This is an optimization exercise on Yosys and OpenROAD, whose aim is small area, a short achievable clock period and few clock cycles per item, not a production implementation.
Where RTL was checked, it was by simulation tests only, not by an equivalence proof against the original.
The RTL of run 6 was laid out without a check of its function.
No driver is modelled on the clock port, so clocking that relies on it looks cheaper here than on a real chip.
Power and IR drop assume default switching activity.

==> flow/design.v <==
package afu_region_pkg;
   typedef enum logic [1:0] {
      OP_READ  = 2'd0,
      OP_WRITE = 2'd1
   } afu_op_e;
   typedef enum logic [1:0] {
      RSP_OK      = 2'd0,
      RSP_BAD_PID = 2'd1,
      RSP_BAD_OP  = 2'd2
   } afu_status_e;
   typedef enum logic [1:0] {
      HS_IDLE      = 2'd0,
      HS_BUSY      = 2'd1,
      HS_ACK       = 2'd2,
      HS_WAIT_DROP = 2'd3
   } afu_hs_state_e;
endpackage
`timescale 1ns/1ns
module afu_null_port (
   input  logic                   i_clk,
   input  logic                   i_arst_n,
   input  logic                   i_wr,         
   input  logic [64-1:0] i_wdata_q,
   output logic [64-1:0] o_scratch,
   output logic                   o_vld
);
   logic scr_wr_q;
   always_ff @(posedge i_clk or negedge i_arst_n) begin
      if (!i_arst_n) begin
         scr_wr_q <= 1'b0;
         o_vld    <= 1'b0;
      end else begin
         scr_wr_q <= i_wr;
         if (scr_wr_q) o_vld <= 1'b1;
      end
   end
   always_ff @(posedge i_clk) begin
      if (scr_wr_q) o_scratch <= i_wdata_q;
   end
endmodule
`timescale 1ns/1ns
module afu_lb_port (
   input  logic                   i_clk,
   input  logic                   i_arst_n,
   input  logic [4-1:0] i_wr,       
   input  logic                   i_cnt_wr,     
   input  logic [64-1:0] i_wdata_q,
   output logic [4*64-1:0] o_buf,    
   output logic [4-1:0] o_vld,
   output logic [16-1:0] o_cnt
);
   logic [4-1:0] buf_wr_q;
   logic                     cnt_wr_q;
   always_ff @(posedge i_clk or negedge i_arst_n) begin
      if (!i_arst_n) begin
         buf_wr_q <= '0;
         o_vld    <= '0;
         cnt_wr_q <= 1'b0;
         o_cnt    <= '0;
      end else begin
         buf_wr_q <= i_wr;
         o_vld    <= o_vld | buf_wr_q;
         cnt_wr_q <= i_cnt_wr;
         if (cnt_wr_q) o_cnt <= o_cnt + 1'b1;
      end
   end
   always_ff @(posedge i_clk) begin
      for (int i = 0; i < 4; i++) begin
         if (buf_wr_q[i]) o_buf[i*64 +: 64] <= i_wdata_q;
      end
   end
endmodule
`timescale 1ns/1ns
module afu_req_decode (
   input  logic                   i_clk,
   input  logic                   i_arst_n,
   input  logic                   i_req,
   input  logic [3-1:0]  i_req_pid,
   input  logic [1:0]             i_req_op,
   input  logic [4-1:0] i_req_addr,
   input  logic [64-1:0] i_req_wdata,
   output logic [2*4-1:0] o_word_wr,     
   output logic                   o_cnt_wr,          
   output logic [64-1:0] o_wdata_q,         
   output afu_region_pkg::afu_status_e o_status
);
   logic                      ack_q;
   logic                      take;
   logic                      wr;
   logic [5-1:0] pid_is;
   logic [4-1:0]  addr_is;
   assign take = i_req && !ack_q;
   assign wr   = take && (i_req_op == 2'd1);
   for (genvar p = 0; p < 5; p++) begin : gen_pid
      assign pid_is[p] = (i_req_pid == 3'(p));
   end
   for (genvar a = 0; a < 4; a++) begin : gen_addr
      assign addr_is[a] = (i_req_addr == 4'(a));
   end
   for (genvar p = 0; p < 5; p++) begin : gen_port
      if (p == 1) begin : gen_lb
         for (genvar a = 0; a < 4; a++) begin : gen_word
            assign o_word_wr[4+a]  = wr && pid_is[p] && addr_is[a];
         end
      end else begin : gen_null
         localparam int S = (p == 0) ? 0 : p - 1;
         assign o_word_wr[S]  = wr && pid_is[p] && (i_req_addr == 4'h1);
      end
   end
   assign o_cnt_wr  = wr && pid_is[1];
   always_ff @(posedge i_clk or negedge i_arst_n) begin
      if (!i_arst_n) ack_q <= 1'b0;
      else           ack_q <= i_req;
   end
   always_ff @(posedge i_clk) begin
      if (i_req_pid >= 3'(5)) o_status <= afu_region_pkg::RSP_BAD_PID;
      else if (i_req_op[1])                         o_status <= afu_region_pkg::RSP_BAD_OP;
      else                                          o_status <= afu_region_pkg::RSP_OK;
      o_wdata_q <= i_req_wdata;
   end
endmodule
`timescale 1ns/1ns
module afu_port_execute (
   input  logic                   i_clk,
   input  logic                   i_arst_n,
   input  logic [2*4-1:0] i_word_wr,
   input  logic                   i_cnt_wr,
   input  logic [64-1:0] i_wdata_q,
   output logic [2*4*64-1:0] o_word,
   output logic [2*4-1:0] o_word_vld,
   output logic [16-1:0] o_cnt
);
   for (genvar s = 0; s < 5 - 1; s++) begin : gen_null
      afu_null_port u_null (
         .i_clk     (i_clk),
         .i_arst_n  (i_arst_n),
         .i_wr      (i_word_wr[s]),
         .i_wdata_q (i_wdata_q),
         .o_scratch (o_word[s*64 +: 64]),
         .o_vld     (o_word_vld[s])
      );
   end
   afu_lb_port u_lb (
      .i_clk     (i_clk),
      .i_arst_n  (i_arst_n),
      .i_wr      (i_word_wr[4 +: 4]),
      .i_cnt_wr  (i_cnt_wr),
      .i_wdata_q (i_wdata_q),
      .o_buf     (o_word[4*64 +: 4*64]),
      .o_vld     (o_word_vld[4 +: 4]),
      .o_cnt     (o_cnt)
   );
endmodule
`timescale 1ns/1ns
module afu_rd_predec (
   input  logic [3-1:0]  i_pid,
   input  logic [1:0]             i_op,
   input  logic [4-1:0] i_addr,
   output logic                   o_rd,         
   output logic                   o_ahi0,       
   output logic                   o_ahi1,       
   output logic [3:0]             o_alo,        
   output logic [5-1:0] o_pid,     
   output logic                   o_null_pid,   
   output logic [3-1:0]  o_null_pid_bit   
);
   assign o_rd   = (i_op == 2'd0);
   assign o_ahi0 = (i_addr[3:2] == 2'd0);
   assign o_ahi1 = (i_addr[3:2] == 2'd1);
   for (genvar a = 0; a < 4; a++) begin : gen_alo
      assign o_alo[a] = (i_addr[1:0] == 2'(a));
   end
   for (genvar p = 0; p < 5; p++) begin : gen_pid
      assign o_pid[p] = (i_pid == 3'(p));
   end
   assign o_null_pid = (i_pid < 3'(5)) && (i_pid != 3'(1));
   for (genvar b = 0; b < 3; b++) begin : gen_pid_bit
      assign o_null_pid_bit[b] = o_null_pid && i_pid[b];
   end
endmodule
module afu_and5 (
   input  logic i_a,
   input  logic i_b,
   input  logic i_c,
   input  logic i_d,
   input  logic i_e,
   output logic o_y
);
   assign o_y = i_a && i_b && i_c && i_d && i_e;
endmodule
module afu_and4 (
   input  logic i_a,
   input  logic i_b,
   input  logic i_c,
   input  logic i_d,
   output logic o_y
);
   assign o_y = i_a && i_b && i_c && i_d;
endmodule
module afu_rsp_slice #(
   parameter int LO = 0,      
   parameter int W  = 16      
) (
   input  logic                   i_clk,
   input  logic [2*4-1:0] i_word_sel,
   input  logic                   i_cnt_sel,
   input  logic                   i_hdr_sel,        
   input  logic [3-1:0]  i_hdr_pid_sel,    
   input  logic [2*4*64-1:0] i_word,    
   input  logic [16-1:0] i_cnt,
   output logic [W-1:0]           o_rdata
);
   localparam logic [64-1:0] HDR_ID  = {{(64-12){1'b0}}, 12'h014};
   localparam logic [64-1:0] HDR_PID = {{(64-16){1'b0}}, 4'b0111, 12'h000};
   logic [W-1:0] rdata;
   always_comb begin
      rdata = '0;
      for (int b = 0; b < W; b++) begin
         for (int k = 0; k < 2*4; k++)
            rdata[b] = rdata[b] | (i_word[k*64 + LO + b] & i_word_sel[k]);
         if (LO + b < 16)
            rdata[b] = rdata[b] | (i_cnt[(LO + b) % 16] & i_cnt_sel);
         if (HDR_ID[LO + b])
            rdata[b] = rdata[b] | i_hdr_sel;
         if (HDR_PID[LO + b])
            rdata[b] = rdata[b] | i_hdr_pid_sel[(LO + b - 12) % 3];
      end
   end
   always_ff @(posedge i_clk) begin
      o_rdata <= rdata;
   end
endmodule
module afu_rsp_result (
   input  logic                   i_clk,
   input  logic                   i_arst_n,
   input  logic                   i_req,
   input  logic [3-1:0]  i_pid,
   input  logic [1:0]             i_op,
   input  logic [4-1:0] i_addr,
   input  logic [2*4-1:0] i_word_vld,
   input  logic [2*4*64-1:0] i_word,    
   input  logic [16-1:0] i_cnt,
   output logic                   o_ack,
   output logic [64-1:0] o_rdata
);
   localparam int NSL = 5;
   always_ff @(posedge i_clk or negedge i_arst_n) begin
      if (!i_arst_n) o_ack <= 1'b0;
      else           o_ack <= i_req;
   end
   for (genvar s = 0; s < NSL; s++) begin : gen_slice
      localparam int LO = (s < 2) ? 8 * s : 16 * (s - 1);
      localparam int SW = (s < 2) ? 8 : 16;
      logic                      rd;
      logic                      ahi0;
      logic                      ahi1;
      logic [3:0]                alo;
      logic [5-1:0] pid;
      logic                      null_pid;
      logic [3-1:0]     null_pid_bit;
      logic [3-1:0]     hdr_pid_sel;
      logic [2*4-1:0] word_sel;
      logic                      cnt_sel;
      logic                      hdr_sel;
      afu_rd_predec u_predec (
         .i_pid      (i_pid),
         .i_op       (i_op),
         .i_addr     (i_addr),
         .o_rd       (rd),
         .o_ahi0     (ahi0),
         .o_ahi1     (ahi1),
         .o_alo      (alo),
         .o_pid      (pid),
         .o_null_pid (null_pid),
         .o_null_pid_bit (null_pid_bit)
      );
      for (genvar p = 0; p < 5; p++) begin : gen_port
         if (p == 1) begin : gen_lb
            for (genvar a = 0; a < 4; a++) begin : gen_word
               afu_and5 u_sel (
                  .i_a (rd),
                  .i_b (ahi0),
                  .i_c (alo[a]),
                  .i_d (pid[p]),
                  .i_e (i_word_vld[4+a]),
                  .o_y (word_sel[4+a])
               );
            end
         end else begin : gen_null
            localparam int S = (p == 0) ? 0 : p - 1;
            afu_and5 u_sel (
               .i_a (rd),
               .i_b (ahi0),
               .i_c (alo[4'h1]),
               .i_d (pid[p]),
               .i_e (i_word_vld[S]),
               .o_y (word_sel[S])
            );
         end
      end
      afu_and4 u_cnt_sel (
         .i_a (rd),
         .i_b (ahi1),
         .i_c (alo[4'h4 & 4'h3]),
         .i_d (pid[1]),
         .o_y (cnt_sel)
      );
      afu_and4 u_hdr_sel (
         .i_a (rd),
         .i_b (ahi0),
         .i_c (alo[4'h0]),
         .i_d (null_pid),
         .o_y (hdr_sel)
      );
      for (genvar b = 0; b < 3; b++) begin : gen_hdr_pid
         afu_and4 u_hdr_pid_sel (
            .i_a (rd),
            .i_b (ahi0),
            .i_c (alo[4'h0]),
            .i_d (null_pid_bit[b]),
            .o_y (hdr_pid_sel[b])
         );
      end
      afu_rsp_slice #(
         .LO (LO),
         .W  (SW)
      ) u_slice (
         .i_clk      (i_clk),
         .i_word_sel (word_sel),
         .i_cnt_sel  (cnt_sel),
         .i_hdr_sel  (hdr_sel),
         .i_hdr_pid_sel (hdr_pid_sel),
         .i_word     (i_word),
         .i_cnt      (i_cnt),
         .o_rdata    (o_rdata[LO +: SW])
      );
   end
endmodule
`timescale 1ns/1ns
module afu_region_top (
   input  logic                   i_clk,
   input  logic                   i_arst_n,
   input  logic                   i_req,
   input  logic [3-1:0]  i_req_pid,
   input  logic [1:0]             i_req_op,
   input  logic [4-1:0] i_req_addr,
   input  logic [64-1:0] i_req_wdata,
   output logic                   o_ack,
   output logic [64-1:0] o_rsp_rdata,
   output afu_region_pkg::afu_status_e            o_rsp_status
);
   logic [2*4-1:0] dec_word_wr;
   logic                       dec_cnt_wr;
   logic [64-1:0]     dec_wdata_q;
   afu_region_pkg::afu_status_e dec_status;
   logic [2*4*64-1:0] exe_word;
   logic [2*4-1:0] exe_word_vld;
   logic [16-1:0]   exe_cnt;
   afu_req_decode u_decode (
      .i_clk       (i_clk),
      .i_arst_n    (i_arst_n),
      .i_req       (i_req),
      .i_req_pid   (i_req_pid),
      .i_req_op    (i_req_op),
      .i_req_addr  (i_req_addr),
      .i_req_wdata (i_req_wdata),
      .o_word_wr   (dec_word_wr),
      .o_cnt_wr    (dec_cnt_wr),
      .o_wdata_q   (dec_wdata_q),
      .o_status    (dec_status)
   );
   afu_port_execute u_execute (
      .i_clk      (i_clk),
      .i_arst_n   (i_arst_n),
      .i_word_wr  (dec_word_wr),
      .i_cnt_wr   (dec_cnt_wr),
      .i_wdata_q  (dec_wdata_q),
      .o_word     (exe_word),
      .o_word_vld (exe_word_vld),
      .o_cnt      (exe_cnt)
   );
   afu_rsp_result u_result (
      .i_clk      (i_clk),
      .i_arst_n   (i_arst_n),
      .i_req      (i_req),
      .i_pid      (i_req_pid),
      .i_op       (i_req_op),
      .i_addr     (i_req_addr),
      .i_word_vld (exe_word_vld),
      .i_word     (exe_word),
      .i_cnt      (exe_cnt),
      .o_ack      (o_ack),
      .o_rdata    (o_rsp_rdata)
   );
   assign o_rsp_status = dec_status;
endmodule
==> flow/flow/run.sh <==
#!/bin/bash
set -euo pipefail
here=$(cd "$(dirname "${BASH_SOURCE[0]}")" && pwd)
export BUFFER_PORTS_ARGS="-buffer_cell sky130_fd_sc_hd__buf_2"
export POST_CTS_TCL="$here/post_cts.tcl"
bash standard.sh > standard.log 2>&1
==> flow/flow/post_cts.tcl <==
set block [ord::get_db_block]
set clk_net [$block findNet i_clk]
set removed 0
foreach it [$clk_net getITerms] {
  set inst [$it getInst]
  set master [[$inst getMaster] getName]
  if {![string match "sky130_fd_sc_hd__clkbuf_*" $master]} { continue }
  set out_net ""
  foreach oit [$inst getITerms] {
    if {[$oit isOutputSignal]} { set out_net [$oit getNet] }
  }
  if {$out_net eq ""} { continue }
  set loads {}
  set all_bufs 1
  foreach lit [$out_net getITerms] {
    if {[$lit getInst] eq $inst} { continue }
    lappend loads $lit
    if {![string match "sky130_fd_sc_hd__clkbuf_*" [[[$lit getInst] getMaster] getName]]} { set all_bufs 0 }
  }
  set port_pins [expr {[llength [$clk_net getITerms]] - 1 + [llength $loads]}]
  if {!$all_bufs || $port_pins > 4 || [llength [$out_net getBTerms]] > 0} { continue }
  puts "post_cts: removing clock root buffer [$inst getName] ($master), port now drives $port_pins pins"
  foreach lit $loads {
    $lit disconnect
    $lit connect $clk_net
  }
  $it disconnect
  odb::dbInst_destroy $inst
  odb::dbNet_destroy $out_net
  incr removed
  break
}
if {$removed} {
  estimate_parasitics -placement
  report_clock_skew
  report_worst_slack -max
  report_worst_slack -min
}
==> flow/standard.sh <==
#!/bin/bash
# synth_recipe.tcl (not shown) runs the flow's synth.tcl, then flattens the netlist and writes it again
# the make line also repeats each setting of config.mk as NAME=value (left out here)
make -C /OpenROAD-flow-scripts/flow DESIGN_CONFIG=/design/flow/config.mk WORK_HOME=/design/flow/orfs CLKGATE_MAP_FILE= SYNTH_SCRIPT=/design/flow/synth_recipe.tcl "${@:-finish}"
==> flow/config.mk <==
export PLATFORM = sky130hd
export DESIGN_NAME = afu_region_top
export DESIGN_NICKNAME = afu_region_top
export VERILOG_FILES = /design/flow/design.v
export SDC_FILE = /design/flow/constraint.sdc
export NUM_CORES = 4
export LEC_CHECK = 0
export CAP_MARGIN = 20
export CORE_MARGIN = 2
export CORE_UTILIZATION = 65
export CTS_CLUSTER_DIAMETER = 100
export CTS_CLUSTER_SIZE = 30
export PLACE_DENSITY = 0.75
export SETUP_SLACK_MARGIN = 2.2
export SLEW_MARGIN = 20
export SYNTH_HIERARCHICAL = 1
==> flow/constraint.sdc <==
create_clock -name core_clock -period 4.0 [get_ports {i_clk}]
set_input_delay 0.8000 -clock core_clock [delete_from_list [all_inputs] [get_ports {i_clk}]]
set_output_delay 0.8000 -clock core_clock [all_outputs]
set_load 0.01 [all_outputs]
==> results.rst, run 1 <==
.. list-table::
   :header-rows: 1

   * - Metric
     - Value
   * - Overall Power
     - 11.0 mW
   * - Sequential cell area
     - 18,900 µm²
   * - Total inserted antenna cells
     - 0
   * - Pin count of the biggest net entering global routing
     - 66
   * - Hold slack
     - 0.413 ns
   * - Port buffer count
     - 142
   * - Placed Cells
     - 1,907
   * - Wirelength, routed
     - 49.2 mm
   * - Largest vdd supply drop
     - 0.000322 V
   * - Clock input transition at the sequential cells of the worst setup and hold paths
     - 0.11 ns
   * - Vertical die dimension
     - 195 µm
   * - Worst Path Required
     - 4.39 ns
   * - Final slew viol count
     - 0
   * - Result of the run
     - finished clean
   * - Clock period minus worst slack
     - 1.76 ns
   * - Number of fill cells
     - 2,244
   * - Initial Util
     - 0.654
   * - Iteration count of the initial detailed-routing pass
     - 6
   * - Final core occ
     - 0.719
   * - Maxcap violations
     - 0
   * - Crit Path Max Fanout
     - 24
   * - Yosys warns
     - 15
   * - Endpoint kind of the worst setup timing path
     - flip-flop
   * - Fraction of final layout cells with drive strength greater than 1
     - 0.257
   * - Area of combinational cells with multiple inputs
     - 4510 µm²
   * - Post-Synthesis Net Count
     - 1,413
   * - Total core area
     - 36,300 µm²
   * - Post-synthesis cell count
     - 1,336
   * - Site row count
     - 70
   * - Layout Skew
     - 0.0198 ns
   * - Die outline area
     - 38,100 µm²
   * - Overall routing resource usage
     - 0.258
   * - Chip width
     - 195 µm
   * - Average vias per placed instance
     - 6.47
   * - Residual DRC
     - 0
   * - Remaining antenna violation count after routing
     - 0
   * - DRT iter0 DRCs
     - 1,169
   * - Data arrival, critical path
     - 2.15 ns
   * - Fin nets
     - 1,546
   * - Later-pin clock latency in the skew report
     - 0.45 ns
   * - Worst Tran Pin Value
     - 1.14 ns
   * - R2R setup slack
     - 2.31 ns
   * - Slew HR
     - 0.241
   * - Fraction of the cycle the final worst path needs
     - 0.441
   * - Crit path kind
     - in2reg
   * - Placed wire-length estimate after detailed placement
     - 27.4 mm
   * - Global-route wire length before repair
     - 74.1 mm
   * - Path class of the lowest-slack min-delay path
     - in2async
   * - I/O pin total
     - 143
   * - Via count
     - 12,700
   * - Leakage
     - 8.54 nW
   * - Kind of start point of the critical path
     - input pin
   * - Final GP Congestion
     - 0.801
   * - Avg WL per Cell
     - 25.2 µm
   * - RSZ-0062 raised after global routing
     - yes
   * - Power per standard cell area
     - 420 nW/µm²
   * - Clock tree from TritonCTS
     - done
   * - Fmax
     - 567 MHz
   * - Final-report hold violation count
     - 0
   * - Total number of clock tree sinks
     - 677
   * - Total negative slack for setup checks
     - 0 ns
   * - Aggregate global routing overflow
     - 0
   * - Average cell area after synthesis
     - 17.8 µm²
   * - Post-synthesis to final-layout area growth
     - 10.0%
   * - Post-synthesis instance area
     - 23,800 µm²
   * - Final std cells w/o fill
     - 1,957
   * - Antenna violations before repair
     - 0
   * - Number of global-route vias before repair
     - 12,400
   * - Final setup vio count
     - 0
[registers in the layout, indices dropped and copies added, names as in the netlist]
name and cells:
u_decode.o_wdata_q 64, u_execute.gen_null.u_null.scr_wr_q 4, u_execute.u_lb.cnt_wr_q 1, u_execute.u_lb.o_vld 4, u_execute.gen_null.u_null.o_scratch 256, u_result.o_ack 1
u_execute.u_lb.buf_wr_q 4, u_decode.ack_q 1, u_decode.o_status 2, u_result.gen_slice.u_slice.o_rdata 64, u_execute.gen_null.u_null.o_vld 4, u_execute.u_lb.o_cnt 16
u_execute.u_lb.o_buf 256
[placed cells by master (no fill, tap or decap), types with 5 or more instances in the layout]
master,n
a21oi_1,5
a221oi_2,16
a222oi_1,11
a22o_1,16
a22oi_1,171
a22oi_2,42
and2_1,5
and3b_2,6
buf_12,6
buf_2,97
buf_4,23
buf_6,50
clkbuf_1,20
clkbuf_16,26
dfrtp_1,27
dfrtp_2,5
dfxtp_1,90
dfxtp_2,40
edfxtp_1,512
nand2_1,45
nand3_1,48
nand3_2,5
nand4_1,59
nor2_1,27
nor2_2,5
nor2_4,25
nor2b_1,8
nor3_1,12
nor3b_1,11
nor3b_4,5
or2_2,5
xnor2_1,5
xor2_1,10
[layer usage]
layer,track usage,part of all wire
met1,0.376,0.42
met2,0.430,0.49
met3,0.0325,0.076
met4,0.0537,0.017
met5,0,0
[area by class of cell]
type,instances,area share
timing repair buffer,179,0.0527
inverter,4,0.000574
clock inverter,1,0.000622
sequential,677,0.724
clock buffer,46,0.0278
multi-input combinational,582,0.172
tap,468,0.0224
[critical path, cell delays in order]
cell	delay, ns
clkbuf_4	0.27
nor2b_2	0.28
nand2_1	0.09
nor2_2	0.11
buf_4	0.30
a22oi_1	0.15
nand4_1	0.13
[through the flow]
| stage | area (µm²) | worst slack (ns) |
|---|---|---|
| detailed placement | 24800 | 1.14 |
| global placement | 24800 | 1.22 |
| global route | 26200 | 2.18 |
| floorplan | 23900 | 2.12 |
| finish | 26200 | 2.24 |
[worst paths after layout]
path / from / endpoint / depth (start not counted)
worst min-delay path: i_arst_n / u_execute.u_lb.o_cnt[8] / 1
worst max register to register: u_execute.u_lb.buf_wr_q[1] / u_execute.u_lb.o_buf[118] / 1
min in group core_clock: i_req_wdata[13] / u_decode.o_wdata_q[13] / 1
max in group asynchronous: i_arst_n / u_execute.gen_null[2].u_null.scr_wr_q / 1
worst max-delay path: i_req_addr[0] / u_result.gen_slice[4].u_slice.o_rdata[15] / 7
worst min register to register: u_execute.u_lb.o_buf[5] / u_result.gen_slice[0].u_slice.o_rdata[5] / 2
[report_power, final]
part | total [mW] | switching (mW) | leakage (nW) | internal, mW
sequential | 7.67 | 0.0833 | 6.16 | 7.58
clock | 3.15 | 1.90 | 0.351 | 1.25
combinational | 0.160 | 0.0956 | 2.03 | 0.0644
Testbench counts, summed over its fixed seeds: cycles 6,400, items 3,200.
==> inputs of run 2 (changes only) <==
--- a/flow/config.mk
+++ b/flow/config.mk
@@ -11,6 +11,6 @@
 export CTS_CLUSTER_DIAMETER = 100
 export CTS_CLUSTER_SIZE = 30
 export PLACE_DENSITY = 0.75
-export SETUP_SLACK_MARGIN = 2.2
+export SETUP_SLACK_MARGIN = 2.25
 export SLEW_MARGIN = 20
 export SYNTH_HIERARCHICAL = 1
==> results.rst, run 2 <==
.. list-table::
   :header-rows: 1

   * - Metric
     - Value
   * - Clock input transition at the sequential cells of the worst setup and hold paths
     - 0.11 ns (about the same)
   * - Later-pin clock latency in the skew report
     - 0.46 ns (about the same)
   * - Maxcap violations
     - 0 (unchanged)
   * - Fin nets
     - 1,564 (+1.2%)
   * - DRT iter0 DRCs
     - 1,528 (+31%)
   * - Buffer and inverter count on the worst path
     - 1 (-1)
   * - Residual DRC
     - 0 (unchanged)
   * - Avg WL per Cell
     - 26.3 µm (+4.5%)
   * - Number of fill cells
     - 2,143 (-4.5%)
   * - Placed wire-length estimate after detailed placement
     - 26.9 mm (-1.8%)
   * - Wirelength, routed
     - 51.9 mm (+5.4%)
   * - RSZ-0062 raised after global routing
     - yes
   * - Post-Synthesis Net Count
     - 1,413 (unchanged)
   * - Total negative slack for setup checks
     - 0 ns (unchanged)
   * - Post-synthesis cell count
     - 1,336 (unchanged)
   * - Global-route wire length before repair
     - 76.8 mm (+3.6%)
   * - Data arrival, critical path
     - 0.98 ns (-1.17 ns)
   * - Final slew viol count
     - 0 (unchanged)
   * - Average cell area after synthesis
     - 17.8 µm² (unchanged)
   * - Critical path's slowest cell
     - dfrtp_1
   * - I/O pin total
     - 143 (unchanged)
   * - Total inserted antenna cells
     - 0 (unchanged)
   * - Aggregate global routing overflow
     - 0 (unchanged)
   * - Final-report hold violation count
     - 0 (unchanged)
   * - Final setup vio count
     - 0 (unchanged)
   * - Port buffer count
     - 142 (unchanged)
   * - Yosys warns
     - 15 (unchanged)
   * - Leakage
     - 8.69 nW (+1.7%)
   * - Fmax
     - 563 MHz (-0.69%)
   * - Pre-CTS WS
     - 1.10 ns (-0.0329 ns)
   * - Site row count
     - 70 (unchanged)
   * - Register-to-Register Path Depth
     - 1 (unchanged)
   * - Fraction of the cycle the final worst path needs
     - 0.444 (+0.00304)
   * - Slew HR
     - 0.454 (+0.213)
   * - Chip width
     - 195 µm (unchanged)
   * - Result of the run
     - finished clean
   * - Vertical die dimension
     - 195 µm (unchanged)
   * - Most frequent cells in the layout
     - 512 x edfxtp_1, 143 x a22oi_1, 89 x buf_2, 83 x dfxtp_1, 70 x a22oi_2
   * - Antenna violations before repair
     - 0 (unchanged)
   * - Pin count of the biggest net entering global routing
     - 44 (-33%)
   * - Layout Skew
     - 0.0184 ns (-0.00138 ns)
   * - Most frequent standard cell in the layout excluding fill and tap cells
     - edfxtp_1
   * - Average vias per placed instance
     - 6.52 (+0.87%)
   * - Path class of the lowest-slack min-delay path
     - in2async
   * - Critical path, cell by cell
     - buf_2
   * - Smallest setup slack after layout
     - 2.22 ns (-0.0122 ns)
   * - Clock period minus worst slack
     - 1.78 ns (+0.0122 ns)
   * - Post-synthesis to final-layout area growth
     - 11.8%
   * - Endpoint kind of the worst setup timing path
     - primary output
   * - Remaining antenna violation count after routing
     - 0 (unchanged)
   * - Overall routing resource usage
     - 0.270 (+0.0112)
   * - Total core area
     - 36,300 µm² (unchanged)
   * - Largest vdd supply drop
     - 0.000524 V (+63%)
   * - Iteration count of the initial detailed-routing pass
     - 5 (-1)
   * - Initial Util
     - 0.654 (unchanged)
   * - Delay of the slowest cell on the worst path
     - 0.38 ns (+0.08 ns)
   * - Total number of clock tree sinks
     - 677 (unchanged)
   * - Cell type group with the largest total delay on the critical path
     - flip-flops
   * - Post-synthesis instance area
     - 23,800 µm² (unchanged)
   * - Number of global-route vias before repair
     - 12,600 (+1.8%)
   * - Worst Tran Pin Value
     - 0.819 ns (-0.319 ns)
   * - Fraction of final layout cells with drive strength greater than 1
     - 0.292 (+0.0348)
   * - Largest registers
     - u_execute.gen_null.u_null.o_scratch x256, u_execute.u_lb.o_buf x256
   * - Power per standard cell area
     - 415 nW/µm² (-1.2%)
   * - Crit path kind
     - reg2out
   * - Clock tree from TritonCTS
     - done
   * - Number of cells on the critical path
     - 1 (-6)
   * - Worst Path Required
     - 3.20 ns (-1.19 ns)
   * - Kind of start point of the critical path
     - flip-flop
   * - Via count
     - 12,900 (+1.8%)
   * - Final GP Congestion
     - 0.793 (-1.0%)
   * - Crit Path Max Fanout
     - 1 (-96%)
   * - Die outline area
     - 38,100 µm² (unchanged)
[run 2: cell count changes in the layout (fill, tap and decap cells not counted), moves of 4 or more]
cell,change
buf_4,+14
a22oi_1,-28
dfxtp_2,+7
dfrtp_4,+4
buf_2,-8
dfrtp_2,-4
buf_6,+4
dfxtp_1,-7
a22oi_2,+28
[run 2: cell type report]
| cell class | instances | area, µm² | area share |
|---|---|---|---|
| Multi-Input combinational cell | 583 | 4690 | 0.176 |
| Inverter | 4 | 15.0 | 0.000565 |
| Clock inverter | 1 | 16.3 | 0.000612 |
| Clock buffer | 46 | 726 | 0.0273 |
| Sequential cell | 677 | 18900 | 0.713 |
| Timing Repair Buffer | 196 | 1610 | 0.0604 |
| Tap cell | 468 | 586 | 0.0220 |
[run 2: power breakdown]
group	switching (mW)	leakage, nW	internal (mW)
registers	0.0840	6.16	7.58
clock network	1.93	0.351	1.26
logic	0.102	2.17	0.0690
[run 2: final timing paths]
path | startpoint | endpoint | slack, ns
setup / recovery | u_result.o_ack | o_ack | 2.22
min in group core_clock | i_req_wdata[6] | u_decode.o_wdata_q[6] | 0.43
setup reg to reg | u_execute.gen_null[3].u_null.scr_wr_q | u_execute.gen_null[3].u_null.o_scratch[50] | 2.40
hold / removal | i_arst_n | u_execute.u_lb.o_cnt[6] | 0.42
hold reg to reg | u_execute.gen_null[3].u_null.o_scratch[28] | u_result.gen_slice[2].u_slice.o_rdata[12] | 0.48
max in group asynchronous | i_arst_n | u_execute.u_lb.buf_wr_q[1] | 2.97
[run 2: metrics by stage]
step	util	hold WS (ns)	cell area, µm²	power [mW]	instances
2_1_floorplan	-	0.438	24100	7.86	1336
3_3_place_gp	0.686	0.451	24900	7.96	1905
3_5_place_dp	0.686	0.463	25000	7.97	1906
5_1_grt	0.731	0.404	26600	11.4	1975
6_report	0.731	0.418	26600	11.0	1975
[run 2: metal layers]
metal	GRT usage	vias up	routed length (µm)
met2	0.437	675	25200
met1	0.398	6499	20900
li1	-	5611	-
met5	0	-	0
met3	0.0363	101	4590
met4	0.0619	0	1190
==> inputs of run 3 (changes only) <==
--- a/flow/config.mk
+++ b/flow/config.mk
@@ -11,6 +11,6 @@
 export CTS_CLUSTER_DIAMETER = 100
 export CTS_CLUSTER_SIZE = 30
 export PLACE_DENSITY = 0.75
-export SETUP_SLACK_MARGIN = 2.25
+export SETUP_SLACK_MARGIN = 2.3
 export SLEW_MARGIN = 20
 export SYNTH_HIERARCHICAL = 1
==> results.rst, run 3 <==
.. list-table::
   :header-rows: 1

   * - Metric
     - Value
   * - Result of the run
     - finished clean
   * - Crit path kind
     - in2reg
   * - Total inserted antenna cells
     - 0 (unchanged)
   * - Iteration count of the initial detailed-routing pass
     - 6 (+1)
   * - Fmax
     - 550 MHz (-2.3%)
   * - Fraction of final layout cells with drive strength greater than 1
     - 0.316 (+0.0237)
   * - Overall Power
     - 11.0 mW (about the same)
   * - Worst Path Required
     - 4.37 ns (+1.17 ns)
   * - Most used cell along the critical path
     - nor2_4
   * - Most frequent standard cell in the layout excluding fill and tap cells
     - edfxtp_1
   * - Wirelength, routed
     - 53.2 mm (+2.6%)
   * - Critical path's slowest cell
     - nor2_4
   * - Kind of start point of the critical path
     - input pin
   * - Post-synthesis cell count
     - 1,336 (unchanged)
   * - Post-Synthesis Net Count
     - 1,413 (unchanged)
   * - Post-synthesis to final-layout area growth
     - 14.1%
   * - DRT iter0 DRCs
     - 1,509 (-1.2%)
   * - Final setup vio count
     - 0 (unchanged)
   * - Beginning of the worst register-to-register path
     - u_execute.u_lb.buf_wr_q[1]
   * - Slew HR
     - 0.459 (+0.00480)
   * - Smallest setup slack after layout
     - 2.18 ns (-0.0419 ns)
   * - Antenna violations before repair
     - 1 (+1)
   * - Buffer and inverter count on the worst path
     - 3 (+2)
   * - Site row count
     - 70 (unchanged)
   * - Aggregate global routing overflow
     - 0 (unchanged)
   * - Power per standard cell area
     - 406 nW/µm² (-2.1%)
   * - Fraction of the cycle the final worst path needs
     - 0.454 (+0.0105)
   * - Final slew viol count
     - 0 (unchanged)
   * - Layout Skew
     - 0.0295 ns (+0.0111 ns)
   * - Clock period minus worst slack
     - 1.82 ns (+0.0419 ns)
   * - Final-report hold violation count
     - 0 (unchanged)
   * - Number of global-route vias before repair
     - 12,700 (+0.25%)
   * - Average vias per placed instance
     - 6.62 (+1.4%)
   * - Avg WL per Cell
     - 26.7 µm (+1.5%)
   * - Data arrival, critical path
     - 2.19 ns (+1.21 ns)
   * - Initial Util
     - 0.654 (unchanged)
   * - Later-pin clock latency in the skew report
     - 0.46 ns (about the same)
   * - Total negative slack for setup checks
     - 0 ns (unchanged)
   * - Total core area
     - 36,300 µm² (unchanged)
   * - Leakage
     - 8.86 nW (+2.0%)
   * - Pin count of the biggest net entering global routing
     - 39 (-11%)
   * - Maxcap violations
     - 0 (unchanged)
   * - I/O pin total
     - 143 (unchanged)
   * - Largest vdd supply drop
     - 0.000428 V (-18%)
   * - Crit Path Max Fanout
     - 11 (+10)
   * - Largest registers
     - u_execute.gen_null.u_null.o_scratch x256, u_execute.u_lb.o_buf x256
   * - Residual DRC
     - 0 (unchanged)
   * - Overall routing resource usage
     - 0.261 (-0.00829)
   * - Average cell area after synthesis
     - 17.8 µm² (unchanged)
   * - Post-synthesis instance area
     - 23,800 µm² (unchanged)
   * - Path class of the lowest-slack min-delay path
     - in2async
   * - Chip width
     - 195 µm (unchanged)
   * - Via count
     - 13,200 (+2.4%)
   * - RSZ-0062 raised after global routing
     - yes
   * - Placed wire-length estimate after detailed placement
     - 27.5 mm (+2.2%)
   * - Clock input transition at the sequential cells of the worst setup and hold paths
     - 0.11 ns (about the same)
   * - Cell type group with the largest total delay on the critical path
     - simple AND/OR/NAND/NOR gates
   * - Delay of the slowest cell on the worst path
     - 0.31 ns (-0.07 ns)
   * - Yosys warns
     - 15 (unchanged)
   * - Fin nets
     - 1,584 (+1.3%)
   * - Most frequent cells in the layout
     - 512 x edfxtp_1, 142 x a22oi_1, 84 x buf_6, 82 x buf_2, 79 x dfxtp_1
   * - Start point of the critical path
     - i_req_addr[2]
   * - Worst Tran Pin Value
     - 0.812 ns (-0.00720 ns)
   * - Die outline area
     - 38,100 µm² (unchanged)
   * - Pre-CTS WS
     - 1.14 ns (+0.0399 ns)
   * - Port buffer count
     - 142 (unchanged)
   * - Vertical die dimension
     - 195 µm (unchanged)
   * - Final GP Congestion
     - 0.769 (-3.0%)
   * - Global-route wire length before repair
     - 75.2 mm (-2.1%)
   * - Total number of clock tree sinks
     - 677 (unchanged)
   * - Clock tree from TritonCTS
     - done
   * - Remaining antenna violation count after routing
     - 0 (unchanged)
   * - Critical path, cell by cell
     - clkbuf_4 -> nor2_4 -> buf_4 -> nand3_4 -> nor2_4 -> buf_6 -> a22oi_1 -> nand4_1
   * - Endpoint kind of the worst setup timing path
     - flip-flop
## run 3: worst paths after layout
path,to,slack [ns],cells after the start
setup reg to reg,u_execute.u_lb.o_buf[93],2.34,1
hold / removal,u_execute.u_lb.o_cnt[6],0.43,1
max in group asynchronous,u_execute.u_lb.buf_wr_q[0],2.97,1
min in group core_clock,u_decode.o_wdata_q[4],0.43,1
setup / recovery,u_result.gen_slice[4].u_slice.o_rdata[9],2.18,8
hold reg to reg,u_result.gen_slice[3].u_slice.o_rdata[3],0.48,2
## run 3: metal layers
metal  up-vias  track usage  part of all wire
met2       697        0.439              0.50
met5         -            0           0.00024
met1      6739        0.372              0.39
met3        94       0.0347             0.089
met4         2       0.0619             0.022
li1       5666            -                 -
## run 3: report_power, final
group / internal, mW / switching [mW] / total, mW
clock: 1.25 / 1.90 / 3.16
sequential: 7.58 / 0.0834 / 7.67
combinational: 0.0868 / 0.110 / 0.197
total: 8.92 / 2.10 / 11.0
## run 3: through the flow
stage / hold WS [ns] / util / std cells / cell area [µm²]
final: 0.428 / 0.746 / 1995 / 27100
after detailed placement: 0.459 / 0.688 / 1910 / 25000
after floorplan: 0.438 / - / 1336 / 24200
after global routing: 0.414 / 0.746 / 1995 / 27100
after global placement: 0.451 / 0.688 / 1910 / 25000
## run 3: final cells by class
class	instances	area [µm²]
clock buffer	46	726
clock inverter	1	16.3
fill	2048	9220
inverter	4	15.0
multi-input combinational	582	4810
sequential	677	18900
tap	468	586
timing repair buffer	217	2020
==> inputs of run 4 (changes only) <==
--- a/flow/config.mk
+++ b/flow/config.mk
@@ -8,9 +8,10 @@
 export CAP_MARGIN = 20
 export CORE_MARGIN = 2
 export CORE_UTILIZATION = 65
-export CTS_CLUSTER_DIAMETER = 100
-export CTS_CLUSTER_SIZE = 30
+export CTS_BUF_LIST = sky130_fd_sc_hd__clkbuf_8
+export CTS_CLUSTER_DIAMETER = 60
+export CTS_CLUSTER_SIZE = 20
 export PLACE_DENSITY = 0.75
-export SETUP_SLACK_MARGIN = 2.3
+export SETUP_SLACK_MARGIN = 2.2
 export SLEW_MARGIN = 20
 export SYNTH_HIERARCHICAL = 1
==> results.rst, run 4 <==
.. list-table::
   :header-rows: 1

   * - Metric
     - Value
   * - Result of the run
     - finished clean
   * - Wirelength, routed
     - 49.5 mm (-7.0%)
   * - Remaining antenna violation count after routing
     - 0 (unchanged)
   * - Post-synthesis cell count
     - 1,336 (unchanged)
   * - Path class of the lowest-slack min-delay path
     - in2async
   * - R2R setup slack
     - 2.25 ns (-0.09 ns)
   * - Worst Tran Pin Value
     - 1.12 ns (+0.312 ns)
   * - Number of fill cells
     - 2,251 (+9.9%)
   * - Site row count
     - 70 (unchanged)
   * - Clock period minus worst slack
     - 1.80 ns (-0.0131 ns)
   * - Number of global-route vias before repair
     - 12,500 (-1.6%)
   * - Total number of clock tree sinks
     - 677 (unchanged)
   * - Data arrival, critical path
     - 2.17 ns (-0.02 ns)
   * - Placed wire-length estimate after detailed placement
     - 27.4 mm (-0.32%)
   * - Clock tree from TritonCTS
     - done
   * - Fmax
     - 554 MHz (+0.72%)
   * - Most frequent cells in the layout
     - 512 x edfxtp_1, 171 x a22oi_1, 94 x buf_2, 90 x dfxtp_1, 59 x nand4_1
   * - Worst Path Required
     - 4.37 ns (about the same)
   * - Clock input transition at the sequential cells of the worst setup and hold paths
     - 0.11 ns (about the same)
   * - Crit Path Max Fanout
     - 24 (+13)
   * - Most frequent standard cell in the layout excluding fill and tap cells
     - edfxtp_1
   * - Final GP Congestion
     - 0.801 (+4.2%)
   * - Fraction of the cycle the final worst path needs
     - 0.451 (-0.00327)
   * - Average vias per placed instance
     - 6.40 (-3.3%)
   * - Delay of the slowest cell on the worst path
     - 0.30 ns (about the same)
   * - Average cell area after synthesis
     - 17.8 µm² (unchanged)
   * - Endpoint kind of the worst setup timing path
     - flip-flop
   * - Overall routing resource usage
     - 0.261 (about the same)
   * - Register-to-Register Path Depth
     - 1 (unchanged)
   * - Die outline area
     - 38,100 µm² (unchanged)
   * - Post-synthesis to final-layout area growth
     - 10.4%
   * - Critical path, cell by cell
     - clkbuf_4 -> nor2b_4 -> nand2_1 -> nor2_1 -> buf_4 -> a22oi_1 -> nand4_1
   * - Post-Synthesis Net Count
     - 1,413 (unchanged)
   * - Critical path's slowest cell
     - buf_4
   * - Final setup vio count
     - 0 (unchanged)
   * - Fin nets
     - 1,566 (-1.1%)
   * - Maxcap violations
     - 0 (unchanged)
   * - Start point of the critical path
     - i_req_addr[0]
   * - Iteration count of the initial detailed-routing pass
     - 8 (+2)
   * - Antenna violations before repair
     - 0 (-1)
   * - I/O pin total
     - 143 (unchanged)
   * - Chip width
     - 195 µm (unchanged)
   * - Hold slack
     - 0.457 ns (+0.0288 ns)
   * - Total negative slack for setup checks
     - 0 ns (unchanged)
   * - Sequential cell area
     - 18,900 µm² (-0.15%)
   * - Slew HR
     - 0.251 (-0.208)
   * - Final-report hold violation count
     - 0 (unchanged)
   * - Port buffer count
     - 142 (unchanged)
   * - DRT iter0 DRCs
     - 1,106 (-27%)
   * - Capture point of the critical path
     - u_result.gen_slice[2].u_slice.o_rdata[4]
   * - Area of combinational cells with multiple inputs
     - 4510 µm² (-6.3%)
   * - Leakage
     - 8.68 nW (-2.0%)
   * - Yosys warns
     - 15 (unchanged)
   * - Post-synthesis instance area
     - 23,800 µm² (unchanged)
   * - Final slew viol count
     - 0 (unchanged)
   * - Later-pin clock latency in the skew report
     - 0.43 ns (-0.03 ns)
   * - Layout Skew
     - 0.0313 ns (+0.00175 ns)
   * - Avg WL per Cell
     - 24.9 µm (-6.6%)
   * - Power per standard cell area
     - 414 nW/µm² (+1.8%)
   * - Pin count of the biggest net entering global routing
     - 66 (+69%)
   * - Total inserted antenna cells
     - 0 (unchanged)
   * - Residual DRC
     - 0 (unchanged)
   * - Kind of start point of the critical path
     - input pin
   * - Largest registers
     - u_execute.gen_null.u_null.o_scratch x256, u_execute.u_lb.o_buf x256
   * - Aggregate global routing overflow
     - 0 (unchanged)
   * - Crit path kind
     - in2reg
   * - Beginning of the worst register-to-register path
     - u_execute.gen_null[3].u_null.scr_wr_q
   * - Global-route wire length before repair
     - 74.4 mm (-1.1%)
   * - Vertical die dimension
     - 195 µm (unchanged)
   * - Reg2reg end
     - u_execute.gen_null[3].u_null.o_scratch[19]
   * - Via count
     - 12,700 (-3.6%)
   * - Largest vdd supply drop
     - 0.000385 V (-10%)
   * - Initial Util
     - 0.654 (unchanged)
   * - RSZ-0062 raised after global routing
     - yes
   * - Total core area
     - 36,300 µm² (unchanged)
   * - Fraction of final layout cells with drive strength greater than 1
     - 0.270 (-0.0459)
==> run 4: stage by stage <==
stage / utilization / area, µm² / setup slack, ns / total power [mW] / std cells
after floorplan: - / 23900 / 2.12 / 7.86 / 1336
after global routing: 0.722 / 26200 / 2.15 / 11.2 / 1988
after global placement: 0.683 / 24800 / 1.22 / 7.96 / 1907
final: 0.722 / 26200 / 2.20 / 10.9 / 1988
after detailed placement: 0.683 / 24800 / 1.14 / 7.97 / 1907
==> run 4: critical path, delay by kind of cell <==
kind / cells / cell delay (ns)
AO/OA/AOI/OAI: 1 / 0.12
AND/OR/NAND/NOR: 4 / 0.66
buffers and inverters: 2 / 0.57
==> run 4: layer usage <==
metal	track usage	wire length (µm)
met2	0.432	24200
met3	0.0304	3670
met5	0	0
met1	0.376	20600
met4	0.0735	1060
==> run 4: where the power goes <==
| group | internal, mW | leakage (nW) | switching, mW | total [mW] |
|---|---|---|---|---|
| combinational | 0.0652 | 2.07 | 0.0948 | 0.160 |
| clock | 1.05 | 0.452 | 1.97 | 3.03 |
| sequential | 7.58 | 6.16 | 0.0830 | 7.67 |
==> run 4: how the worst min path moves through the flow <==
stage                                               end                                  startpoint  depth (start not counted)
2_1_floorplan  u_result.gen_slice[1].u_slice.o_rdata[6]  u_execute.gen_null[1].u_null.o_scratch[14]                          2
3_3_place_gp   u_result.gen_slice[3].u_slice.o_rdata[2]  u_execute.gen_null[3].u_null.o_scratch[34]                          2
3_5_place_dp   u_result.gen_slice[0].u_slice.o_rdata[4]   u_execute.gen_null[1].u_null.o_scratch[4]                          2
6_report             u_execute.gen_null[1].u_null.o_vld                                    i_arst_n                          1
5_1_grt                          u_decode.o_wdata_q[38]                             i_req_wdata[38]                          1
==> run 4: area by class of cell <==
| class | count | area share |
|---|---|---|
| sequential | 677 | 0.721 |
| clock buffer | 41 | 0.0215 |
| tap | 468 | 0.0223 |
| timing repair buffer | 184 | 0.0558 |
| clock inverter | 32 | 0.00691 |
| multi-input combinational | 582 | 0.172 |
| inverter | 4 | 0.000572 |
==> inputs of run 5 (changes only) <==
==> flow/flow/run.sh (replaced) <==
#!/bin/bash
set -euo pipefail
here=$(cd "$(dirname "${BASH_SOURCE[0]}")" && pwd)
export BUFFER_PORTS_ARGS="-buffer_cell sky130_fd_sc_hd__buf_1"
export POST_CTS_TCL="$here/post_cts.tcl"
bash standard.sh > standard.log 2>&1
--- a/flow/config.mk
+++ b/flow/config.mk
@@ -8,9 +8,8 @@
 export CAP_MARGIN = 20
 export CORE_MARGIN = 2
 export CORE_UTILIZATION = 65
-export CTS_BUF_LIST = sky130_fd_sc_hd__clkbuf_8
-export CTS_CLUSTER_DIAMETER = 60
-export CTS_CLUSTER_SIZE = 20
+export CTS_CLUSTER_DIAMETER = 100
+export CTS_CLUSTER_SIZE = 30
 export PLACE_DENSITY = 0.75
 export SETUP_SLACK_MARGIN = 2.2
 export SLEW_MARGIN = 20
==> results.rst, run 5 <==
.. list-table::
   :header-rows: 1

   * - Metric
     - Value
   * - Result of the run
     - finished clean
   * - Placed wire-length estimate after detailed placement
     - 27.4 mm (about the same)
   * - Most frequent cells in the layout
     - 512 x edfxtp_1, 171 x a22oi_1, 88 x dfxtp_1, 66 x buf_1, 64 x buf_6
   * - Slew HR
     - 0.312 (+0.0612)
   * - Clock period minus worst slack
     - 1.84 ns (+0.0364 ns)
   * - Via count
     - 12,700 (+0.086%)
   * - Maxcap violations
     - 0 (unchanged)
   * - Largest vdd supply drop
     - 0.000360 V (-6.5%)
   * - Leakage
     - 8.48 nW (-2.3%)
   * - Post-synthesis cell count
     - 1,336 (unchanged)
   * - Final GP Congestion
     - 0.810 (+1.2%)
   * - Worst Tran Pin Value
     - 1.03 ns (-0.0918 ns)
   * - Endpoint kind of the worst setup timing path
     - flip-flop
   * - Final setup vio count
     - 0 (unchanged)
   * - Overall Power
     - 11.0 mW (+1.3%)
   * - Kind of start point of the critical path
     - input pin
   * - Routed wl met2
     - 24.5 mm (+1.3%)
   * - Iteration count of the initial detailed-routing pass
     - 6 (-2)
   * - Post-synthesis instance area
     - 23,800 µm² (unchanged)
   * - Total number of clock tree sinks
     - 677 (unchanged)
   * - Global-route wire length before repair
     - 73.4 mm (-1.4%)
   * - Antenna violations before repair
     - 0 (unchanged)
   * - Fraction of the cycle the final worst path needs
     - 0.460 (+0.00910)
   * - Wirelength, routed
     - 49.7 mm (+0.42%)
   * - Fmax
     - 543 MHz (-2.0%)
   * - Delay of the slowest cell on the worst path
     - 0.36 ns (+0.06 ns)
   * - Post-Synthesis Net Count
     - 1,413 (unchanged)
   * - Final std cells w/o fill
     - 1,974 (-0.70%)
   * - Aggregate global routing overflow
     - 0 (unchanged)
   * - Worst Path Required
     - 4.38 ns (about the same)
   * - Average vias per placed instance
     - 6.45 (+0.80%)
   * - Post-synthesis to final-layout area growth
     - 10.8%
   * - Port buffer count
     - 142 (unchanged)
   * - Pin count of the biggest net entering global routing
     - 41 (-38%)
   * - Total met3 wirelength after detailed routing
     - 3.93 mm (+7.0%)
   * - Yosys warns
     - 15 (unchanged)
   * - Final slew viol count
     - 0 (unchanged)
   * - Smallest setup slack after layout
     - 2.16 ns (-0.0364 ns)
   * - Critical path's slowest cell
     - nor2_2
   * - Pre-CTS WS
     - 1.06 ns (-0.0759 ns)
   * - Remaining antenna violation count after routing
     - 0 (unchanged)
   * - Initial Util
     - 0.654 (unchanged)
   * - Layout Skew
     - 0.0268 ns (-0.00450 ns)
   * - I/O pin total
     - 143 (unchanged)
   * - Cell type group with the largest total delay on the critical path
     - simple AND/OR/NAND/NOR gates
   * - Top routing layer in use
     - met4
   * - Final-report hold violation count
     - 0 (unchanged)
   * - Area post-placement
     - 24,700 µm² (-0.49%)
   * - Fraction of final layout cells with drive strength greater than 1
     - 0.229 (-0.0407)
   * - Site row count
     - 70 (unchanged)
   * - Clock input transition at the sequential cells of the worst setup and hold paths
     - 0.12 ns (about the same)
   * - Number of global-route vias before repair
     - 12,400 (-0.17%)
   * - Die outline area
     - 38,100 µm² (unchanged)
   * - Total core area
     - 36,300 µm² (unchanged)
   * - Path class of the lowest-slack min-delay path
     - in2reg
   * - Crit Path Max Fanout
     - 11 (-54%)
   * - Largest registers
     - u_execute.gen_null.u_null.o_scratch x256, u_execute.u_lb.o_buf x256
   * - Clock tree from TritonCTS
     - done
   * - Vertical die dimension
     - 195 µm (unchanged)
   * - Overall routing resource usage
     - 0.253 (-0.00791)
   * - Buffer and inverter count on the worst path
     - 2 (unchanged)
   * - DRT iter0 DRCs
     - 1,295 (+17%)
   * - Most frequent standard cell in the layout excluding fill and tap cells
     - edfxtp_1
   * - Residual DRC
     - 0 (unchanged)
   * - RSZ-0062 raised after global routing
     - yes
   * - Hold slack
     - 0.418 ns (-0.0386 ns)
   * - Total inserted antenna cells
     - 0 (unchanged)
   * - Chip width
     - 195 µm (unchanged)
   * - Wire length on met1
     - 20.5 mm (-0.42%)
   * - Average cell area after synthesis
     - 17.8 µm² (unchanged)
   * - Data arrival, critical path
     - 2.22 ns (+0.05 ns)
   * - Fin nets
     - 1,563 (-0.19%)
   * - Final core occ
     - 0.725 (+0.00286)
   * - Power per standard cell area
     - 417 nW/µm² (+0.86%)
   * - Total negative slack for setup checks
     - 0 ns (unchanged)
   * - Crit path kind
     - in2reg
   * - Avg WL per Cell
     - 25.2 µm (+1.1%)
   * - Summed area of non-filler cells in the final layout
     - 26,300 µm² (+0.40%)
   * - Later-pin clock latency in the skew report
     - 0.46 ns (+0.03 ns)
   * - Placed Cells
     - 1,914 (+0.37%)
   * - Critical path, cell by cell
     - buf_2 -> nor2_2 -> nand3_1 -> nor2_4 -> buf_6 -> a22oi_1 -> nand4_1
run 5: path summary, 6_finish.rpt:
check	startpoint	to	slack (ns)	cells after the start
worst max-delay path	i_req_addr[2]	u_result.gen_slice[2].u_slice.o_rdata[11]	2.16	7
worst min-delay path	i_req_wdata[54]	u_decode.o_wdata_q[54]	0.42	1
worst max register to register	u_execute.gen_null[3].u_null.scr_wr_q	u_execute.gen_null[3].u_null.o_scratch[16]	2.25	1
worst min register to register	u_execute.gen_null[3].u_null.o_scratch[63]	u_result.gen_slice[4].u_slice.o_rdata[15]	0.46	2
max in group asynchronous	i_arst_n	u_execute.gen_null[0].u_null.scr_wr_q	2.84	1
min in group asynchronous	i_arst_n	u_execute.u_lb.o_cnt[2]	0.47	1
run 5: cell type report:
| class | instances | area (µm²) |
|---|---|---|
| Multi-Input combinational cell | 582 | 4550 |
| Inverter | 4 | 15.0 |
| Timing Repair Buffer | 196 | 1530 |
| Fill cell | 2209 | 10000 |
| Sequential cell | 677 | 18900 |
| Clock inverter | 1 | 16.3 |
| Tap cell | 468 | 586 |
| Clock buffer | 46 | 726 |
run 5: metal layers:
| layer | up-vias | GRT usage |
|---|---|---|
| li1 | 5601 | - |
| met1 | 6493 | 0.372 |
| met2 | 572 | 0.416 |
| met3 | 62 | 0.0335 |
| met4 | 0 | 0.0534 |
| met5 | - | 0 |
run 5: report_power, final:
group          internal, mW  leakage, nW  switching (mW)  total, mW
sequential             7.58         6.16          0.0820       7.67
clock                  1.25        0.351            1.91       3.17
combinational        0.0620         1.97          0.0981      0.160
total                  8.90         8.48            2.09       11.0
==> inputs of run 6 (changes only) <==
--- a/flow/design.v
+++ b/flow/design.v
@@ -197,6 +197,30 @@
 );
    assign o_y = i_a && i_b && i_c && i_d;
 endmodule
+module afu_aoi22 (
+   input  logic i_a1, i_a2, i_b1, i_b2,
+   output logic o_y
+);
+   assign o_y = !((i_a1 && i_a2) || (i_b1 && i_b2));
+endmodule
+module afu_aoi221 (
+   input  logic i_a1, i_a2, i_b1, i_b2, i_c,
+   output logic o_y
+);
+   assign o_y = !((i_a1 && i_a2) || (i_b1 && i_b2) || i_c);
+endmodule
+module afu_aoi222 (
+   input  logic i_a1, i_a2, i_b1, i_b2, i_c1, i_c2,
+   output logic o_y
+);
+   assign o_y = !((i_a1 && i_a2) || (i_b1 && i_b2) || (i_c1 && i_c2));
+endmodule
+module afu_nand4 (
+   input  logic i_a, i_b, i_c, i_d,
+   output logic o_y
+);
+   assign o_y = !(i_a && i_b && i_c && i_d);
+endmodule
 module afu_rsp_slice #(
    parameter int LO = 0,      
    parameter int W  = 16      
@@ -213,18 +237,43 @@
    localparam logic [64-1:0] HDR_ID  = {{(64-12){1'b0}}, 12'h014};
    localparam logic [64-1:0] HDR_PID = {{(64-16){1'b0}}, 4'b0111, 12'h000};
    logic [W-1:0] rdata;
-   always_comb begin
-      rdata = '0;
-      for (int b = 0; b < W; b++) begin
-         for (int k = 0; k < 2*4; k++)
-            rdata[b] = rdata[b] | (i_word[k*64 + LO + b] & i_word_sel[k]);
-         if (LO + b < 16)
-            rdata[b] = rdata[b] | (i_cnt[(LO + b) % 16] & i_cnt_sel);
-         if (HDR_ID[LO + b])
-            rdata[b] = rdata[b] | i_hdr_sel;
-         if (HDR_PID[LO + b])
-            rdata[b] = rdata[b] | i_hdr_pid_sel[(LO + b - 12) % 3];
+   for (genvar b = 0; b < W; b++) begin : gen_bit
+      localparam int  BIT     = LO + b;
+      localparam bit  HAS_CNT = (BIT < 16);
+      localparam bit  HAS_HDR = HDR_ID[BIT] || HDR_PID[BIT];
+      logic [2*4-1:0] d;
+      logic                       hdr;
+      logic [3:0]                 t;     
+      for (genvar k = 0; k < 2*4; k++) begin : gen_d
+         assign d[k] = i_word[k*64 + BIT];
+      end
+      if (HDR_ID[BIT]) begin : gen_hdr_id
+         assign hdr = i_hdr_sel;
+      end else if (HDR_PID[BIT]) begin : gen_hdr_pid
+         assign hdr = i_hdr_pid_sel[(BIT - 12) % 3];
+      end else begin : gen_no_hdr
+         assign hdr = 1'b0;
+      end
+      afu_aoi22 u_t0 (.i_a1(d[0]), .i_a2(i_word_sel[0]), .i_b1(d[1]), .i_b2(i_word_sel[1]), .o_y(t[0]));
+      afu_aoi22 u_t1 (.i_a1(d[2]), .i_a2(i_word_sel[2]), .i_b1(d[3]), .i_b2(i_word_sel[3]), .o_y(t[1]));
+      if (HAS_CNT && HAS_HDR) begin : gen_cnt_hdr
+         afu_aoi222 u_t2 (.i_a1(d[4]), .i_a2(i_word_sel[4]), .i_b1(d[5]), .i_b2(i_word_sel[5]),
+                          .i_c1(i_cnt[BIT % 16]), .i_c2(i_cnt_sel), .o_y(t[2]));
+         afu_aoi221 u_t3 (.i_a1(d[6]), .i_a2(i_word_sel[6]), .i_b1(d[7]), .i_b2(i_word_sel[7]),
+                          .i_c(hdr), .o_y(t[3]));
+      end else if (HAS_CNT) begin : gen_cnt
+         afu_aoi22  u_t2 (.i_a1(d[4]), .i_a2(i_word_sel[4]), .i_b1(d[5]), .i_b2(i_word_sel[5]), .o_y(t[2]));
+         afu_aoi222 u_t3 (.i_a1(d[6]), .i_a2(i_word_sel[6]), .i_b1(d[7]), .i_b2(i_word_sel[7]),
+                          .i_c1(i_cnt[BIT % 16]), .i_c2(i_cnt_sel), .o_y(t[3]));
+      end else if (HAS_HDR) begin : gen_hdr
+         afu_aoi22  u_t2 (.i_a1(d[4]), .i_a2(i_word_sel[4]), .i_b1(d[5]), .i_b2(i_word_sel[5]), .o_y(t[2]));
+         afu_aoi221 u_t3 (.i_a1(d[6]), .i_a2(i_word_sel[6]), .i_b1(d[7]), .i_b2(i_word_sel[7]),
+                          .i_c(hdr), .o_y(t[3]));
+      end else begin : gen_words
+         afu_aoi22  u_t2 (.i_a1(d[4]), .i_a2(i_word_sel[4]), .i_b1(d[5]), .i_b2(i_word_sel[5]), .o_y(t[2]));
+         afu_aoi22  u_t3 (.i_a1(d[6]), .i_a2(i_word_sel[6]), .i_b1(d[7]), .i_b2(i_word_sel[7]), .o_y(t[3]));
       end
+      afu_nand4 u_or (.i_a(t[0]), .i_b(t[1]), .i_c(t[2]), .i_d(t[3]), .o_y(rdata[b]));
    end
    always_ff @(posedge i_clk) begin
       o_rdata <= rdata;
==> flow/flow/run.sh (replaced) <==
#!/bin/bash
set -euo pipefail
here=$(cd "$(dirname "${BASH_SOURCE[0]}")" && pwd)
export BUFFER_PORTS_ARGS="-buffer_cell sky130_fd_sc_hd__buf_2"
export POST_CTS_TCL="$here/post_cts.tcl"
bash standard.sh > standard.log 2>&1
==> results.rst, run 6 <==
.. list-table::
   :header-rows: 1

   * - Metric
     - Value
   * - Crit path kind
     - reg2out
   * - Global-route wire length before repair
     - 76.4 mm (+4.1%)
   * - Beginning of the worst register-to-register path
     - u_execute.u_lb.buf_wr_q[1]
   * - Remaining antenna violation count after routing
     - 0 (unchanged)
   * - Final slew viol count
     - 0 (unchanged)
   * - Maxcap violations
     - 0 (unchanged)
   * - Average cell area after synthesis
     - 19.0 µm² (+6.7%)
   * - Chip width
     - 196 µm (+0.27%)
   * - I/O pin total
     - 143 (unchanged)
   * - Worst Path Required
     - 3.20 ns (-1.18 ns)
   * - Fin nets
     - 1,565 (+0.13%)
   * - Critical path, cell by cell
     - buf_2
   * - Largest registers
     - u_execute.gen_null.u_null.o_scratch x256, u_execute.u_lb.o_buf x256
   * - Clock input transition at the sequential cells of the worst setup and hold paths
     - 0.10 ns (-0.02 ns)
   * - Final-report hold violation count
     - 0 (unchanged)
   * - Path class of the lowest-slack min-delay path
     - in2async
   * - Site row count
     - 70 (unchanged)
   * - Delay of the slowest cell on the worst path
     - 0.39 ns (+0.03 ns)
   * - Total inserted antenna cells
     - 0 (unchanged)
   * - Die outline area
     - 38,300 µm² (+0.53%)
   * - Via count
     - 12,600 (-0.97%)
   * - Most frequent cells in the layout
     - 512 x edfxtp_1, 235 x a22oi_2, 105 x buf_2, 98 x dfxtp_1, 66 x nand4_1
   * - Later-pin clock latency in the skew report
     - 0.46 ns (about the same)
   * - Leakage
     - 8.74 nW (+3.0%)
   * - Internal power
     - 8.90 mW (about the same)
   * - Average vias per placed instance
     - 6.38 (-1.1%)
   * - Avg WL per Cell
     - 25.6 µm (+1.5%)
   * - Vertical die dimension
     - 196 µm (+0.27%)
   * - R2R setup slack
     - 2.26 ns (about the same)
   * - Iteration count of the initial detailed-routing pass
     - 8 (+2)
   * - Buffer and inverter count on the worst path
     - 1 (-1)
   * - Proportion of power drawn by the clock network
     - 0.288 (about the same)
   * - Initial Util
     - 0.656 (+0.00197)
   * - Worst Tran Pin Value
     - 0.827 ns (-0.205 ns)
   * - Layout Skew
     - 0.0217 ns (-0.00512 ns)
   * - Placed wire-length estimate after detailed placement
     - 26.6 mm (-2.8%)
   * - Total negative slack for setup checks
     - 0 ns (unchanged)
   * - Switching power as a share of total power
     - 0.189 (-0.000920)
   * - Antenna violations before repair
     - 0 (unchanged)
   * - Placed Cells
     - 1,873 (-2.1%)
   * - Kind of start point of the critical path
     - flip-flop
   * - Reg2reg end
     - u_execute.u_lb.o_buf[110]
   * - Cell type group with the largest total delay on the critical path
     - flip-flops
   * - Yosys warns
     - 15 (unchanged)
   * - Total number of clock tree sinks
     - 677 (unchanged)
   * - Data arrival, critical path
     - 0.98 ns (-1.24 ns)
   * - Post-synthesis cell count
     - 1,259 (-5.8%)
   * - Fraction of final layout cells with drive strength greater than 1
     - 0.400 (+0.171)
   * - Most frequent standard cell in the layout excluding fill and tap cells
     - edfxtp_1
   * - Clock period minus worst slack
     - 1.78 ns (-0.0604 ns)
   * - Crit Path Max Fanout
     - 1 (-10)
   * - Aggregate global routing overflow
     - 0 (unchanged)
   * - Clock tree from TritonCTS
     - done
   * - Number of global-route vias before repair
     - 12,700 (+2.2%)
   * - Slew HR
     - 0.449 (+0.137)
   * - Sequential power share
     - 0.698 (about the same)
   * - Power per standard cell area
     - 397 nW/µm² (-4.9%)
   * - Wirelength, routed
     - 50.5 mm (+1.6%)
   * - Port buffer count
     - 142 (unchanged)
   * - Fraction of power consumed by combinational cells
     - 0.014 (about the same)
   * - Post-synthesis instance area
     - 23,900 µm² (+0.54%)
   * - Post-synthesis to final-layout area growth
     - 15.7%
   * - Endpoint kind of the worst setup timing path
     - primary output
   * - Final std cells w/o fill
     - 1,976 (+0.10%)
   * - Largest vdd supply drop
     - 0.000358 V (-0.57%)
   * - Fraction of the cycle the final worst path needs
     - 0.445 (-0.0151)
   * - Overall Power
     - 11.0 mW (-0.14%)
   * - Switching component of the power
     - 2.08 mW (-0.62%)
   * - Final GP Congestion
     - 0.768 (-5.2%)
   * - Fmax
     - 562 MHz (+3.4%)
   * - Post-Synthesis Net Count
     - 1,336 (-5.4%)
   * - DRT iter0 DRCs
     - 963 (-26%)
   * - Critical path's slowest cell
     - dfrtp_1
   * - Pin count of the biggest net entering global routing
     - 36 (-12%)
   * - Register-to-Register Path Depth
     - 1 (unchanged)
   * - Final setup vio count
     - 0 (unchanged)
   * - Total core area
     - 36,400 µm² (+0.24%)
   * - Residual DRC
     - 0 (unchanged)
   * - Overall routing resource usage
     - 0.266 (+0.0125)
   * - Result of the run
     - finished clean
   * - RSZ-0062 raised after global routing
     - yes
## run 6: how the worst max path moves through the flow
stage / start / end / slack (ns) / cells past startpoint
floorplan: i_req_pid[1] / u_result.gen_slice[2].u_slice.o_rdata[0] / 2.02 / 6
global placement: i_req_pid[1] / u_result.gen_slice[4].u_slice.o_rdata[2] / 1.27 / 6
detailed placement: i_req_pid[1] / u_result.gen_slice[4].u_slice.o_rdata[13] / 1.25 / 6
global route: i_req_addr[1] / u_result.gen_slice[1].u_slice.o_rdata[0] / 2.14 / 5
finish: u_result.o_ack / o_ack / 2.22 / 1
## run 6: power groups by stage
stage          sequential (mW)  combinational (mW)  clock [mW]
2_1_floorplan             7.79              0.0660           0
6_report                  7.66               0.153        3.16
3_3_place_gp              7.82               0.140           0
3_5_place_dp              7.82               0.144           0
5_1_grt                   7.68               0.168        3.47
## run 6: area by class of cell
| class | count | area [µm²] |
|---|---|---|
| well taps | 468 | 586 |
| flip-flops and latches | 677 | 18900 |
| clock inverters | 1 | 16.3 |
| repair buffers | 208 | 1950 |
| inverters | 2 | 7.51 |
| fillers | 2030 | 8780 |
| clock buffers | 46 | 726 |
| multi-input cells | 574 | 5450 |
## run 6: per-stage QoR
stage                     cell area [µm²]   util  hold slack [ns]  setup slack (ns)
final                               27700  0.759            0.431              2.22
after detailed placement            25700  0.704            0.462              1.25
after global placement              25700  0.704            0.458              1.27
after global routing                27700  0.759            0.417              2.14
after floorplan                     24400      -            0.446              2.02
## run 6: routing by layer
metal,wire length [µm],GRT usage,vias to the layer above,part of all wire
li1,-,-,5599,-
met1,20900,0.375,6501,0.41
met4,1140,0.0657,0,0.023
met3,2660,0.0287,85,0.053
met5,0,0,-,0
met2,25800,0.455,419,0.51

==> static timing again, ports no longer ideal <==
In the flow no input, the clock included, has a driving cell. The finished layouts below were timed again as built, in two steps.
Step 1 (the two cells are an assumption about what drives the block):
set clk [get_ports {i_clk}]
set_driving_cell -lib_cell sky130_fd_sc_hd__clkbuf_16 $clk
set_driving_cell -lib_cell sky130_fd_sc_hd__buf_2 [delete_from_list [all_inputs] $clk]
Step 2 moves the port delays by t, midway between the first and last clock arrival at a register: inputs arrive t later, outputs are due t later. That takes back most of the time a late clock gives input paths.
Slacks: ideal / step 1 / step 2; pairs: ideal / step 1.
run | shift t [ns] | setup slack, ns | slew at the worst register clock pin (ns)
run 1 | 0.516 | 2.237 / 2.175 / 1.747 | 0.11 / 0.11
run 2 | 0.518 | 2.225 / 2.159 / 1.749 | 0.11 / 0.11
run 3 | 0.510 | 2.183 / 2.117 / 1.651 | 0.12 / 0.12
run 4 | 0.515 | 2.196 / 2.161 / 1.734 | 0.12 / 0.12
run 5 | 0.514 | 2.160 / 2.160 / 1.676 | 0.12 / 0.12
run 6 | 0.515 | 2.220 / 2.150 / 1.735 | 0.11 / 0.11
After both steps every run listed still meets setup and hold. The setup slack of run 3, which loses most, moves by -0.066 ns with the drivers and by -0.532 ns with both steps.
